Background: an optimization exercise with open tools, aiming at small area, a short achievable clock period and few clock cycles per item. Do not read the settings as production practice.
For this run, only the layout was checked, not whether the RTL still works.
Power figures rest on the tool's default switching activity, not on a simulated workload.

==> flow/design.v <==
package lsra_pkg;
  localparam int MAX_REGS_DEF = 16;
  localparam int VAR_W      = 16;
  localparam int POINT_W    = 16;
  localparam int SLOT_W     = 16;
  localparam int REG_IDX_W  = 4;
  localparam int NUM_REGS_W = 5;
  localparam int CFG_AW = 3;
  localparam int CFG_DW = 32;
  localparam logic [NUM_REGS_W-1:0] NUM_REGS_RST = NUM_REGS_W'(16);
  localparam logic [SLOT_W-1:0]     SLOT_MAX     = '1;
  typedef enum logic [CFG_AW-3:0] {
    REG_NUM_REGS = 1'b0
  } cfg_reg_t;
  typedef struct packed {
    logic [VAR_W-1:0]     out_var;
    logic                 spilled;
    logic [REG_IDX_W-1:0] reg_index;
    logic [SLOT_W-1:0]    stack_slot;
    logic                 last;
  } result_t;
endpackage
module lsra_cfg (
  input  logic                                 clk,
  input  logic                                 rst_n,
  input  logic                                 psel,
  input  logic                                 penable,
  input  logic                                 pwrite,
  input  logic [lsra_pkg::CFG_AW-1:0]          paddr,
  input  logic [lsra_pkg::CFG_DW-1:0]          pwdata,
  output logic [lsra_pkg::CFG_DW-1:0]          prdata,
  output logic                                 pready,
  output logic [lsra_pkg::NUM_REGS_W-1:0]      num_regs
);
  logic [lsra_pkg::NUM_REGS_W-1:0] num_regs_r;
  logic [lsra_pkg::NUM_REGS_W-1:0] num_regs_nxt;
  logic [lsra_pkg::CFG_AW-3:0]     word;
  logic                            wr_en;
  assign pready   = 1'b1;
  assign word     = paddr[lsra_pkg::CFG_AW-1:2];
  assign wr_en    = psel & penable & pwrite;
  assign num_regs = num_regs_r;
  always_comb begin
    num_regs_nxt = num_regs_r;
    if (wr_en && (word == lsra_pkg::REG_NUM_REGS)) begin
      num_regs_nxt = pwdata[lsra_pkg::NUM_REGS_W-1:0];
    end
  end
  always_ff @(posedge clk) begin
    if (!rst_n) begin
      num_regs_r <= lsra_pkg::NUM_REGS_RST;
    end else begin
      num_regs_r <= num_regs_nxt;
    end
  end
  always_comb begin
    unique case (word)
      lsra_pkg::REG_NUM_REGS: prdata = lsra_pkg::CFG_DW'(num_regs_r);
      default:                prdata = '0;
    endcase
  end
endmodule
module lsra_ctrl #(
  parameter int MAX_REGS = lsra_pkg::MAX_REGS_DEF
) (
  input  logic                            clk,
  input  logic                            rst_n,
  input  logic [lsra_pkg::NUM_REGS_W-1:0] num_regs,
  input  logic                            in_valid,
  output logic                            in_ready,
  input  logic [lsra_pkg::VAR_W-1:0]      in_var_id,
  input  logic [lsra_pkg::POINT_W-1:0]    in_start_point,
  input  logic [lsra_pkg::POINT_W-1:0]    in_end_point,
  output logic                            out_valid,
  input  logic                            out_ready,
  output logic [lsra_pkg::VAR_W-1:0]      out_var,
  output logic                            out_spilled,
  output logic [lsra_pkg::REG_IDX_W-1:0]  out_reg_index,
  output logic [lsra_pkg::SLOT_W-1:0]     out_stack_slot,
  output logic                            out_last
);
  localparam int PW  = (MAX_REGS > 1) ? $clog2(MAX_REGS) : 1;
  localparam int CW  = $clog2(MAX_REGS + 1);
  localparam int VW  = lsra_pkg::VAR_W;
  localparam int EPW = lsra_pkg::POINT_W;
  localparam int EW  = VW + EPW + PW;
  localparam int RIW = lsra_pkg::REG_IDX_W;
  typedef enum logic [6:0] {
    S_IDLE   = 7'b0000001,
    S_EXPIRE = 7'b0000010,
    S_FIND   = 7'b0000100,
    S_CAND   = 7'b0001000,
    S_INSERT = 7'b0010000,
    S_EMIT1  = 7'b0100000,
    S_EMIT2  = 7'b1000000
  } state_t;
  state_t                  state_r, state_nxt;
  logic [PW-1:0]           h_r, h_nxt;
  logic [PW-1:0]           t_r, t_nxt;
  logic [PW-1:0]           pos_r, pos_nxt;
  logic [CW-1:0]           n_r, n_nxt;
  logic [CW-1:0]           m_r, m_nxt;
  logic [VW-1:0]           var_r, var_nxt;
  logic [EPW-1:0]          start_r, start_nxt;
  logic [EPW-1:0]          end_r, end_nxt;
  logic [PW-1:0]           new_reg_r, new_reg_nxt;
  logic [MAX_REGS-1:0]     reg_free_r, reg_free_nxt;
  logic [lsra_pkg::SLOT_W-1:0] slot_r, slot_nxt;
  logic [lsra_pkg::SLOT_W-1:0] slot_inc;
  lsra_pkg::result_t       res1_r, res1_nxt;
  lsra_pkg::result_t       res2_r, res2_nxt;
  logic                    two_r, two_nxt;
  lsra_pkg::result_t       out_r, out_nxt;
  logic                    out_valid_r, out_valid_nxt;
  logic [EW-1:0]           mem_r [MAX_REGS];
  logic [EW-1:0]           rdata_r;
  logic                    we;
  logic [PW-1:0]           waddr;
  logic [EW-1:0]           wdata;
  logic [PW-1:0]           raddr;
  logic [VW-1:0]           rd_var;
  logic [EPW-1:0]          rd_end;
  logic [PW-1:0]           rd_reg;
  logic [EPW-1:0]          cmp_b;
  logic                    gt;
  logic                    found;
  logic [PW-1:0]           free_idx;
  logic                    load;
  lsra_pkg::result_t       load_val;
  function automatic logic [PW-1:0] ptr_inc(input logic [PW-1:0] p);
    ptr_inc = (p == PW'(MAX_REGS - 1)) ? '0 : p + 1'b1;
  endfunction
  function automatic logic [PW-1:0] ptr_dec(input logic [PW-1:0] p);
    ptr_dec = (p == '0) ? PW'(MAX_REGS - 1) : p - 1'b1;
  endfunction
  assign rd_var = rdata_r[EW-1 -: VW];
  assign rd_end = rdata_r[PW +: EPW];
  assign rd_reg = rdata_r[PW-1:0];
  assign cmp_b = (state_r == S_EXPIRE) ? start_r : end_r;
  assign gt    = rd_end > cmp_b;
  assign slot_inc = (slot_r == lsra_pkg::SLOT_MAX) ? slot_r : slot_r + 1'b1;
  always_comb begin
    found    = 1'b0;
    free_idx = '0;
    for (int i = MAX_REGS - 1; i >= 0; i--) begin
      if (reg_free_r[i] && (i < int'(num_regs))) begin
        found    = 1'b1;
        free_idx = PW'(i);
      end
    end
  end
  assign in_ready = (state_r == S_IDLE);
  always_comb begin
    state_nxt    = state_r;
    h_nxt        = h_r;
    t_nxt        = t_r;
    pos_nxt      = pos_r;
    n_nxt        = n_r;
    m_nxt        = m_r;
    var_nxt      = var_r;
    start_nxt    = start_r;
    end_nxt      = end_r;
    new_reg_nxt  = new_reg_r;
    reg_free_nxt = reg_free_r;
    slot_nxt     = slot_r;
    res1_nxt     = res1_r;
    res2_nxt     = res2_r;
    two_nxt      = two_r;
    we           = 1'b0;
    waddr        = pos_r;
    wdata        = {var_r, end_r, new_reg_r};
    raddr        = h_r;
    load         = 1'b0;
    load_val     = res1_r;
    unique case (state_r)
      S_IDLE: begin
        raddr = h_r;
        if (in_valid) begin
          var_nxt   = in_var_id;
          start_nxt = in_start_point;
          end_nxt   = in_end_point;
          state_nxt = S_EXPIRE;
        end
      end
      S_EXPIRE: begin
        if ((n_r != '0) && !gt) begin
          reg_free_nxt[rd_reg] = 1'b1;
          h_nxt                = ptr_inc(h_r);
          n_nxt                = n_r - 1'b1;
          raddr                = ptr_inc(h_r);
        end else begin
          state_nxt = S_FIND;
        end
      end
      S_FIND: begin
        raddr = ptr_dec(t_r);
        if (found && (n_r < CW'(MAX_REGS))) begin
          reg_free_nxt[free_idx] = 1'b0;
          new_reg_nxt = free_idx;
          res1_nxt    = {var_r, 1'b0,
                          RIW'(free_idx), lsra_pkg::SLOT_W'(0), 1'b1};
          two_nxt     = 1'b0;
          pos_nxt     = t_r;
          m_nxt       = n_r;
          n_nxt       = n_r + 1'b1;
          t_nxt       = ptr_inc(t_r);
          state_nxt   = S_INSERT;
        end else if (n_r != '0) begin
          state_nxt = S_CAND;
        end else begin
          res1_nxt  = {var_r, 1'b1,
                          RIW'(0), slot_r, 1'b1};
          two_nxt   = 1'b0;
          slot_nxt  = slot_inc;
          state_nxt = S_EMIT1;
        end
      end
      S_CAND: begin
        if (gt) begin
          new_reg_nxt = rd_reg;
          res1_nxt    = {var_r, 1'b0,
                          RIW'(rd_reg), lsra_pkg::SLOT_W'(0), 1'b0};
          res2_nxt    = {rd_var, 1'b1,
                          RIW'(0), slot_r, 1'b1};
          two_nxt     = 1'b1;
          slot_nxt    = slot_inc;
          pos_nxt     = ptr_dec(t_r);
          m_nxt       = n_r - 1'b1;
          raddr       = ptr_dec(ptr_dec(t_r));
          state_nxt   = S_INSERT;
        end else begin
          res1_nxt  = {var_r, 1'b1,
                          RIW'(0), slot_r, 1'b1};
          two_nxt   = 1'b0;
          slot_nxt  = slot_inc;
          state_nxt = S_EMIT1;
        end
      end
      S_INSERT: begin
        we    = 1'b1;
        waddr = pos_r;
        if ((m_r != '0) && gt) begin
          wdata   = rdata_r;
          pos_nxt = ptr_dec(pos_r);
          m_nxt   = m_r - 1'b1;
          raddr   = ptr_dec(ptr_dec(pos_r));
        end else begin
          wdata     = {var_r, end_r, new_reg_r};
          state_nxt = S_EMIT1;
        end
      end
      S_EMIT1: begin
        if (!out_valid_r || out_ready) begin
          load      = 1'b1;
          load_val  = res1_r;
          state_nxt = two_r ? S_EMIT2 : S_IDLE;
        end
      end
      S_EMIT2: begin
        if (!out_valid_r || out_ready) begin
          load      = 1'b1;
          load_val  = res2_r;
          state_nxt = S_IDLE;
        end
      end
      default: state_nxt = S_IDLE;
    endcase
  end
  always_comb begin
    out_nxt       = out_r;
    out_valid_nxt = out_valid_r;
    if (load) begin
      out_nxt       = load_val;
      out_valid_nxt = 1'b1;
    end else if (out_valid_r && out_ready) begin
      out_valid_nxt = 1'b0;
    end
  end
  assign out_valid      = out_valid_r;
  assign out_var    = out_r.out_var;
  assign out_spilled    = out_r.spilled;
  assign out_reg_index  = out_r.reg_index;
  assign out_stack_slot = out_r.stack_slot;
  assign out_last       = out_r.last;
  always_ff @(posedge clk) begin
    if (!rst_n) begin
      state_r     <= S_IDLE;
      h_r         <= '0;
      t_r         <= '0;
      n_r         <= '0;
      reg_free_r  <= '1;
      slot_r      <= '0;
      out_valid_r <= 1'b0;
    end else begin
      state_r     <= state_nxt;
      h_r         <= h_nxt;
      t_r         <= t_nxt;
      n_r         <= n_nxt;
      reg_free_r  <= reg_free_nxt;
      slot_r      <= slot_nxt;
      out_valid_r <= out_valid_nxt;
    end
  end
  always_ff @(posedge clk) begin
    pos_r     <= pos_nxt;
    m_r       <= m_nxt;
    var_r     <= var_nxt;
    start_r   <= start_nxt;
    end_r     <= end_nxt;
    new_reg_r <= new_reg_nxt;
    res1_r    <= res1_nxt;
    res2_r    <= res2_nxt;
    two_r     <= two_nxt;
    out_r     <= out_nxt;
  end
  always_ff @(posedge clk) begin
    if (we) begin
      mem_r[waddr] <= wdata;
    end
    rdata_r <= mem_r[raddr];
  end
endmodule
module linear_scan_register_allocator_unit #(
  parameter int MAX_REGS = lsra_pkg::MAX_REGS_DEF
) (
  input  logic                        clk,
  input  logic                        rst_n,
  input  logic                        in_valid,
  output logic                        in_ready,
  input  logic [lsra_pkg::VAR_W-1:0]   in_var_id,
  input  logic [lsra_pkg::POINT_W-1:0] in_start_point,
  input  logic [lsra_pkg::POINT_W-1:0] in_end_point,
  output logic                        out_valid,
  input  logic                        out_ready,
  output logic [lsra_pkg::VAR_W-1:0]   out_var,
  output logic                        out_spilled,
  output logic [lsra_pkg::REG_IDX_W-1:0] out_reg_index,
  output logic [lsra_pkg::SLOT_W-1:0]  out_stack_slot,
  output logic                        out_last,
  input  logic                        psel,
  input  logic                        penable,
  input  logic                        pwrite,
  input  logic [lsra_pkg::CFG_AW-1:0] paddr,
  input  logic [lsra_pkg::CFG_DW-1:0] pwdata,
  output logic [lsra_pkg::CFG_DW-1:0] prdata,
  output logic                        pready
);
  logic [lsra_pkg::NUM_REGS_W-1:0] num_regs;
  lsra_cfg u_cfg (
    .clk      (clk),
    .rst_n    (rst_n),
    .psel     (psel),
    .penable  (penable),
    .pwrite   (pwrite),
    .paddr    (paddr),
    .pwdata   (pwdata),
    .prdata   (prdata),
    .pready   (pready),
    .num_regs (num_regs)
  );
  lsra_ctrl #(
    .MAX_REGS (MAX_REGS)
  ) u_ctrl (
    .clk      (clk),
    .rst_n    (rst_n),
    .num_regs (num_regs),
    .in_valid       (in_valid),
    .in_ready       (in_ready),
    .in_var_id      (in_var_id),
    .in_start_point (in_start_point),
    .in_end_point   (in_end_point),
    .out_valid      (out_valid),
    .out_ready      (out_ready),
    .out_var        (out_var),
    .out_spilled    (out_spilled),
    .out_reg_index  (out_reg_index),
    .out_stack_slot (out_stack_slot),
    .out_last       (out_last)
  );
endmodule
==> flow/run.sh <==
#!/bin/bash
# synth_recipe.tcl (not shown) runs the flow's synth.tcl, then flattens the netlist and writes it again
# the make line also repeats each setting of config.mk as NAME=value (left out here)
make -C /OpenROAD-flow-scripts/flow DESIGN_CONFIG=/design/flow/config.mk WORK_HOME=/design/flow/orfs CLKGATE_MAP_FILE= SYNTH_SCRIPT=/design/flow/synth_recipe.tcl finish
==> flow/config.mk <==
export PLATFORM = sky130hd
export DESIGN_NAME = linear_scan_register_allocator_unit
export DESIGN_NICKNAME = linear_scan_register_allocator_unit
export VERILOG_FILES = /design/flow/design.v
export SDC_FILE = /design/flow/constraint.sdc
export NUM_CORES = 4
export LEC_CHECK = 0
export CAP_MARGIN = 20
export CORE_MARGIN = 2
export CORE_UTILIZATION = 40
export SLEW_MARGIN = 20
==> flow/constraint.sdc <==
create_clock -name core_clock -period 8.0 [get_ports {clk}]
set_input_delay 1.6000 -clock core_clock [delete_from_list [all_inputs] [get_ports {clk}]]
set_output_delay 1.6000 -clock core_clock [all_outputs]
set_load 0.01 [all_outputs]
==> summary.txt <==
-- through the flow --
step / cell area, um2 / util / std cells
global placement: 37400 / 0.430 / 3695
finish: 40400 / 0.464 / 3862
CTS: 40400 / 0.464 / 3862
detailed placement: 37400 / 0.430 / 3696
floorplan: 35400 / - / 2610
global route: 40400 / 0.464 / 3862
-- layout make-up --
class | instances | area share
multi-input combinational | 1518 | 0.250
clock inverter | 44 | 0.0128
sequential | 840 | 0.601
tap | 1155 | 0.0358
timing repair buffer | 156 | 0.0374
inverter | 27 | 0.00251
clock buffer | 122 | 0.0607
-- power groups by stage --
stage                     Sequential [mW]  Clock (mW)  Combinational [mW]
after global placement               5.23           0               0.731
after floorplan                      5.21           0               0.493
final                                5.14        4.15               0.766
after CTS                            5.14        4.23               0.768
after global routing                 5.15        4.40               0.843
after detailed placement             5.23           0               0.764
-- final timing paths --
path / end / start / cells after the start
worst min-delay path: u_ctrl.res2_r[35]$_DFFE_PP_ / u_ctrl.rdata_r[33]$_DFF_P_ / 0
worst min register to register: u_ctrl.res2_r[35]$_DFFE_PP_ / u_ctrl.rdata_r[33]$_DFF_P_ / 0
worst max-delay path: u_ctrl.rdata_r[29]$_DFF_P_ / u_ctrl.state_r[6]$_SDFFE_PN0P_ / 16
worst max register to register: u_ctrl.rdata_r[29]$_DFF_P_ / u_ctrl.state_r[6]$_SDFFE_PN0P_ / 16
-- cells by family after synthesis --
logic type,count (synthesis)
compound gates,551
xor+xnor,25
fa+ha+maj,42
buf+inv,252
flops,840
mux,127
other cells,2
simple gates,745
-- state kept, by name (all words and copies together) (netlist names), 7 cells and up --
signal,count
u_ctrl.slot_r,16
u_ctrl.end_r,16
u_ctrl.var_r,16
u_ctrl.out_r,38
u_ctrl.reg_free_r,16
u_ctrl.mem_r,576
u_ctrl.start_r,16
u_ctrl.rdata_r,36
u_ctrl.res1_r,38
u_ctrl.res2_r,32
u_ctrl.state_r,7
-- per-layer routing --
metal | vias up | wire (um)
li1 | 10179 | -
met1 | 11466 | 37600
met2 | 881 | 44100
met3 | 157 | 5020
met4 | 0 | 2130
met5 | - | 0
-- cells in the mapped netlist, drive strengths merged, types with 7 or more instances --
library cell  instances  area share
o21ai               185       0.026
a211oi              115       0.025
nor2                 76      0.0085
dfxtp                94       0.053
nand2               106       0.011
a22o                 39      0.0097
nand2b               13      0.0023
a311oi               14      0.0035
or3                  10      0.0019
a31oi                16      0.0028
and2                 25      0.0044
xor2                 14      0.0035
nor2b                19      0.0034
a21oi                79       0.012
mux2                 68       0.022
mux2i                59       0.017
nand3               159       0.023
and3                 90       0.016
nor3                 27      0.0041
edfxtp              746        0.64
buf                  96       0.016
ha                   41       0.015
inv                  26      0.0028
o21a                 39      0.0083
nand4               193       0.034
clkbuf              129       0.014
xnor2                11      0.0027
o22ai                 7      0.0012
==> summary.md <==
| Metric | Value |
|---|---|
| Register share of total power | 0.511 |
| Share of cells above drive strength 1 | 0.112 |
| Synth cell types | 90 |
| Multi-input logic area | between 10,000 and 15,000 um2 |
| Combinational share of power | 0.076 |
| CTS Buf Count | 90 |
| Period minus WS final | just under 7 ns |
| Peak VDD IR | between 0.15 and 0.2 mV |
| Core area | 87,000 um2 |
| Largest family of logic cells by synthesized area | simple AND/OR/NAND/NOR gates |
| Skew-Pair Late Insertion Delay | 0.68 ns |
| Run status | finished clean |
| Crit-path max cell delay | about 0.79 ns |
| Most common cell after layout, fill and taps aside | edfxtp_1 |
| Rel. slew slack | 0.289 |
| Power Internal | 7.74 mW |
| Crit path max-delay family | simple AND/OR/NAND/NOR gates |
| CP Data Arrival Time | 7.41 ns |
| Leakage power | 13.6 nW |
| Final WS setup | 1.14 ns |
| Buf/Inv on CP | 2 |
| Worst path slowest cell | and3_1 |
| Syn-to-layout area delta | 14.6% |
| CP Class | flop to flop |
| CTS root buf | clkbuf_16 |
| Setup tns final | 0 ns |
| Clk pwr share | 0.413 |
| Final wirelength | 88.8 mm |
| First-pass GRT wire length | 134 mm |
| CTS tree | done |
| Busiest grt layer | met2 |
| Post-detail-place hpwl | approximately 49 mm |
| DRC violations left | 0 |
| Register area | 24,300 um2 |
| Layout Skew | roughly 0.049 ns |
| Final hold violation count | 0 |
| Layout fillers | 7,584 |
| Die Y | 301 um |
| CTS clk-pin slew, worst paths | 0.06 ns |
| Antenna Nets Post-Route | 0 |
| Synth Area in XOR/XNOR | 0.00621 |
| # diodes | 0 |
| Pre-CTS setup slack | 1.15 ns |
| Die Footprint | 90,600 um2 |
| EDFF count, synth | 746 |
| PostCTS Resize Cnt | 0 |
| Initial DRT Pass Iterations | 8 |
| DR iter-0 viols | 2,212 |
| PD cells | 249 nW/um2 |
| Critical-path cell list | nor3_2 -> and3_1 -> buf_4 -> mux2i_1 -> ha_1 -> nand4_1 -> nor4_1 -> a21boi_2 -> o31a_1 -> o21ai_1 -> a221o_2 -> nand2_4 -> buf_4 -> a211oi_1 -> o21a_1 -> a211oi_1 |
| Most frequent cells in the layout | edfxtp_1 (746), nand4_1 (192), o21ai_0 (182), nand3_1 (158), a211oi_1 (114) |
| Via count | 22,683 |
| Crit end category | flop |
| Die X | 301 um |
| Final setup vio count | 0 |
| Remaining Overflow, GRT | 0 |
| Initial antenna violation count | 0 |
| Starting Density | 0.405 |
| Async S/R FF share, synth | 0 |
| Clock Sinks | 840 |
| Switch Pwr | 2.32 mW |
| Met3 GRT Util | 0.0264 |
| YS warnings | 2 |
| Number of max-cap violations | 0 |
| Met1 usage | 0.255 |
| PortBufs | between 100 and 150 |
| F_max | 0.146 GHz |
| R2R Setup Slk | between 1 and 1.5 ns |
| Avg Cell Area, Syn | 13.6 um2 |
| Tcrit/Tclk final | 0.858 |
| Syn Std Cell Area | 35,300 um2 |
| Row count | 108 |
| Register area share after synthesis | 0.689 |
| Mux share of post-synthesis cell area | 0.0385 |
| DR WL/cell | ~23 um |
| Peak fanout along the critical path | 41 |
| Simple-Gate Fraction of Synth Area | 0.116 |
| Vias per std cell | 5.87 |
| Synth Area in Adders | 0.0148 |
| Largest net degree at the start of global routing | around 150 |
| Dominant synthesized flop cell | edfxtp_1 |
| CTS HTree Levels | 3 |
| I/O Pins | 163 |
| Mapped Cells | 2,584 |
| Max Root-Sink Buffers | 3 |
| GP Congestion | 0.875 |
| Setup repair bufs after CTS | 0 |
| # hold bufs at CTS | 0 |
| Net count reported at finish | 2,764 |
| Switching Fraction | 0.231 |
| Hold WC Path Type | flop to flop |
| GR Util met2 | 0.330 |
| Synth Area in Compound Gates | 0.103 |
| Design Power | 10.1 mW |
| Worst Max-Slew Pin Slew | 1.07 ns |
| Required time of the worst setup path | 8.55 ns |
| RSZ-0062 raised after global routing | false |
| CP Launch Type | flop |
| Max-slew violations | 0 |
| Gr usage total | 0.193 |
| Yosys reg bits | 840 |
| Number of global-route vias before repair | 22,148 |
| WHS | 0.427 ns |

[port drivers added, routing unchanged]
The results above use ideal ports. As a check the final layout listed here was re-extracted and re-timed, cells and wires unchanged. Step 1 assumes that a clkbuf_16 drives the clock port and a buf_2 every other input. Step 2, shift: input delay + t, output delay - t, t = (earliest + latest rising clock arrival at the registers) / 2. This alone moves slack from input paths to output paths. a / b / c = ideal ports / drivers / drivers and shift; a / b = the first two.
t, ns: 0.716
slack for setup (ns): 1.139 / 1.139 / 1.139
worst hold slack (ns): 0.427 / 0.427 / 0.427
After both steps setup and hold are still met in this run. For this run, drivers alone change the setup slack by 0.000 ns; drivers and shift together by 0.000 ns.
